From an optimization exercise on the open Yosys and OpenROAD flow, aimed at small area, a short achievable clock period and few clock cycles per item; shortcuts taken in it are not production practice.
Power and IR drop assume default switching activity.

Design rnn_step_top, start of the top module:
module rnn_step_top (
    input  logic                            clk,
    input  logic                            reset,
    input  logic                            execute,
    input  logic [7-1:0]             token,
    output logic [27-1:0]              mem_a_addr,
    output logic                            mem_a_read,
    input  logic [16-1:0]              mem_a_data,
    input  logic                            mem_a_valid,
    output logic [27-1:0]              mem_b_addr,
    output logic                            mem_b_read,
    input  logic [16-1:0]              mem_b_data,
    input  logic                            mem_b_valid,
    output logic [8*16-1:0] hidden_state,
    output logic                            done
);
export LEC_CHECK = 0
export CAP_MARGIN = 20
export CORE_MARGIN = 2
export CORE_UTILIZATION = 40
export SLEW_MARGIN = 20
create_clock -name core_clock -period 10.0 [get_ports {clk}]
standard.sh (not shown) runs the stock make flow with config.mk's settings and CLKGATE_MAP_FILE= SYNTH_SCRIPT=/design/flow/synth_recipe.tcl, a recipe that flattens the netlist after the stock synthesis.
==> flow/flow/run.sh <==
#!/bin/bash
# Standard layout, with small port buffers and timing repair aimed below the clock period.
set -euo pipefail
extra=(
  "BUFFER_PORTS_ARGS=-buffer_cell sky130_fd_sc_hd__buf_2"
  "SETUP_SLACK_MARGIN=6.8"
  "ABC_AREA=1"
)
bash standard.sh "${extra[@]}" finish > standard.log 2>&1
==> next run, changes <==
--- a/flow/flow/run.sh
+++ b/flow/flow/run.sh
@@ -6,3 +6,3 @@
   "SETUP_SLACK_MARGIN=6.8"
-  "ABC_AREA=1"
+  "ABC_CLOCK_PERIOD_IN_PS=3200"
 )
Settings changed: CTS_CLUSTER_DIAMETER set to 90, CTS_CLUSTER_SIZE set to 32.
Effect:
- The new run passed the timing, design-rule and antenna checks
- power goes down by 2.8%
- routed wire length shrinks by 21%
- maximum frequency climbs by 4.7%
- sequential power rises by about 6%
- design area went down by 11%
==> next run, changes <==
Settings changed: CORE_UTILIZATION 40 to 60, CTS_CLUSTER_DIAMETER 90 to 120, CTS_CLUSTER_SIZE 32 to 26.
=> Clock skew decreases by 17 ps; cell area decreases by 2.8%; clock power falls by about 20%; maximum frequency decreases by 0.48%.
==> next run, changes <==
Settings changed: CORE_UTILIZATION 60 to 40, CTS_CLUSTER_DIAMETER 120 to not set, CTS_CLUSTER_SIZE 26 to not set.
Result: Core utilization is lower by 19 points. Design area grows by 6.0%. Non-clock buffer count drops by 2. Sequential power barely changes. Total power is higher by 13%. Worst setup slack improved by 7.6 ps. Sequential share of layout area goes down by 2.4 points.
No functional check of the RTL was part of any run of this note.


rnn_step_top again, from the RTL that the note above started with.
export LEC_CHECK = 0
export CAP_MARGIN = 20
export CORE_MARGIN = 2
export CORE_UTILIZATION = 40
export CTS_CLUSTER_DIAMETER = 120
export CTS_CLUSTER_SIZE = 26
export SLEW_MARGIN = 20
create_clock -name core_clock -period 10.0 [get_ports {clk}]
==> flow/flow/run.sh <==
#!/bin/bash
# Standard layout, with small port buffers and timing repair aimed below the clock period.
set -euo pipefail
extra=(
  "BUFFER_PORTS_ARGS=-buffer_cell sky130_fd_sc_hd__buf_2"
  "SETUP_SLACK_MARGIN=7.0"
  "ABC_CLOCK_PERIOD_IN_PS=3200"
)
bash standard.sh "${extra[@]}" finish > standard.log 2>&1
The starting point finished clean.
Change:
--- a/flow/flow/run.sh
+++ b/flow/flow/run.sh
@@ -4,5 +4,5 @@
 extra=(
   "BUFFER_PORTS_ARGS=-buffer_cell sky130_fd_sc_hd__buf_2"
-  "SETUP_SLACK_MARGIN=7.0"
+  "SETUP_SLACK_MARGIN=6.8"
   "ABC_CLOCK_PERIOD_IN_PS=3200"
 )
Settings changed: CORE_UTILIZATION 40 to 60, CTS_CLUSTER_DIAMETER 120 to not set, CTS_CLUSTER_SIZE 26 to not set.
After rerunning: Worst setup slack gets worse by 0.12 ns. Global-route usage rises by 9.1 points. Non-clock buffer count falls by 195. Core utilization rises by 18 points. Area after synthesis is unchanged. Flip-flop and latch count does not change. Clock-buffer cell count goes up by 30. Via count went down by 5.1%.
Change:
Settings changed: CORE_UTILIZATION 60 to 40, CTS_CLUSTER_DIAMETER set to 120, CTS_CLUSTER_SIZE set to 26.
- clock-buffer cell count came out lower by 27
- utilization drops by 24 points
- via count shrinks by 1.1%
- worst setup slack gains 0.014 ns
- sequential cell count is unchanged
- maximum frequency goes up by 0.43%
Change:
Settings changed: CTS_CLUSTER_DIAMETER 120 to 100, CTS_CLUSTER_SIZE 26 to 30.
After rerunning:
- worst setup slack is worse by 0.0064 ns
- design area barely changes
- global-route usage shrinks by 0.15 points
- clock-buffer cell count goes down by 8
- routed wire length drops by 0.37%
- utilization hardly moves
- non-clock buffer count goes down by 1
No functional check of the RTL was part of any run of this note.

[afterwards: timing with drivers on the ports]
The flow's constraints put no driver on any port. The routed layouts listed below were extracted and timed again, unchanged, in two steps.
Step 1 (the two cells are an assumption about what drives the block):
set clk [get_ports {clk}]
set_driving_cell -lib_cell sky130_fd_sc_hd__clkbuf_16 $clk
set_driving_cell -lib_cell sky130_fd_sc_hd__buf_2 [delete_from_list [all_inputs] $clk]
Step 2 adds t to the input delays and takes it off the output delays; t is the mean of the earliest and latest rising clock arrival at the registers after step 1. Input paths then give back, and output paths get back, about the clock's delay inside the block.
Slacks: no drivers / after step 1 / after step 2; pairs: no drivers / after step 1.
run	t (ns)	slack for setup (ns)	clock arrival spread, ns	worst register clock-pin slew, ns
the first run of note 1	0.668	6.669 / 6.669 / 6.358	0.068 / 0.069	0.07 / 0.07
the second run of note 1	0.637	6.818 / 6.759 / 6.342	0.048 / 0.047	0.12 / 0.12
the third run of note 1	0.599	6.802 / 6.748 / 6.362	0.031 / 0.032	0.10 / 0.10
the fourth run of note 1	0.647	6.810 / 6.750 / 6.338	0.031 / 0.031	0.07 / 0.07
the first run of note 2	0.621	6.927 / 6.877 / 6.513	0.023 / 0.024	0.11 / 0.11
the second run of note 2	0.612	6.809 / 6.755 / 6.299	0.012 / 0.012	0.07 / 0.07
the third run of note 2	0.611	6.823 / 6.766 / 6.360	0.027 / 0.027	0.11 / 0.11
the fourth run of note 2	0.619	6.817 / 6.760 / 6.319	0.041 / 0.041	0.12 / 0.12
After both steps every run listed still meets setup and hold. For the second run of note 2, which loses most, drivers alone change the setup slack by -0.054 ns; drivers and shift together by -0.510 ns.
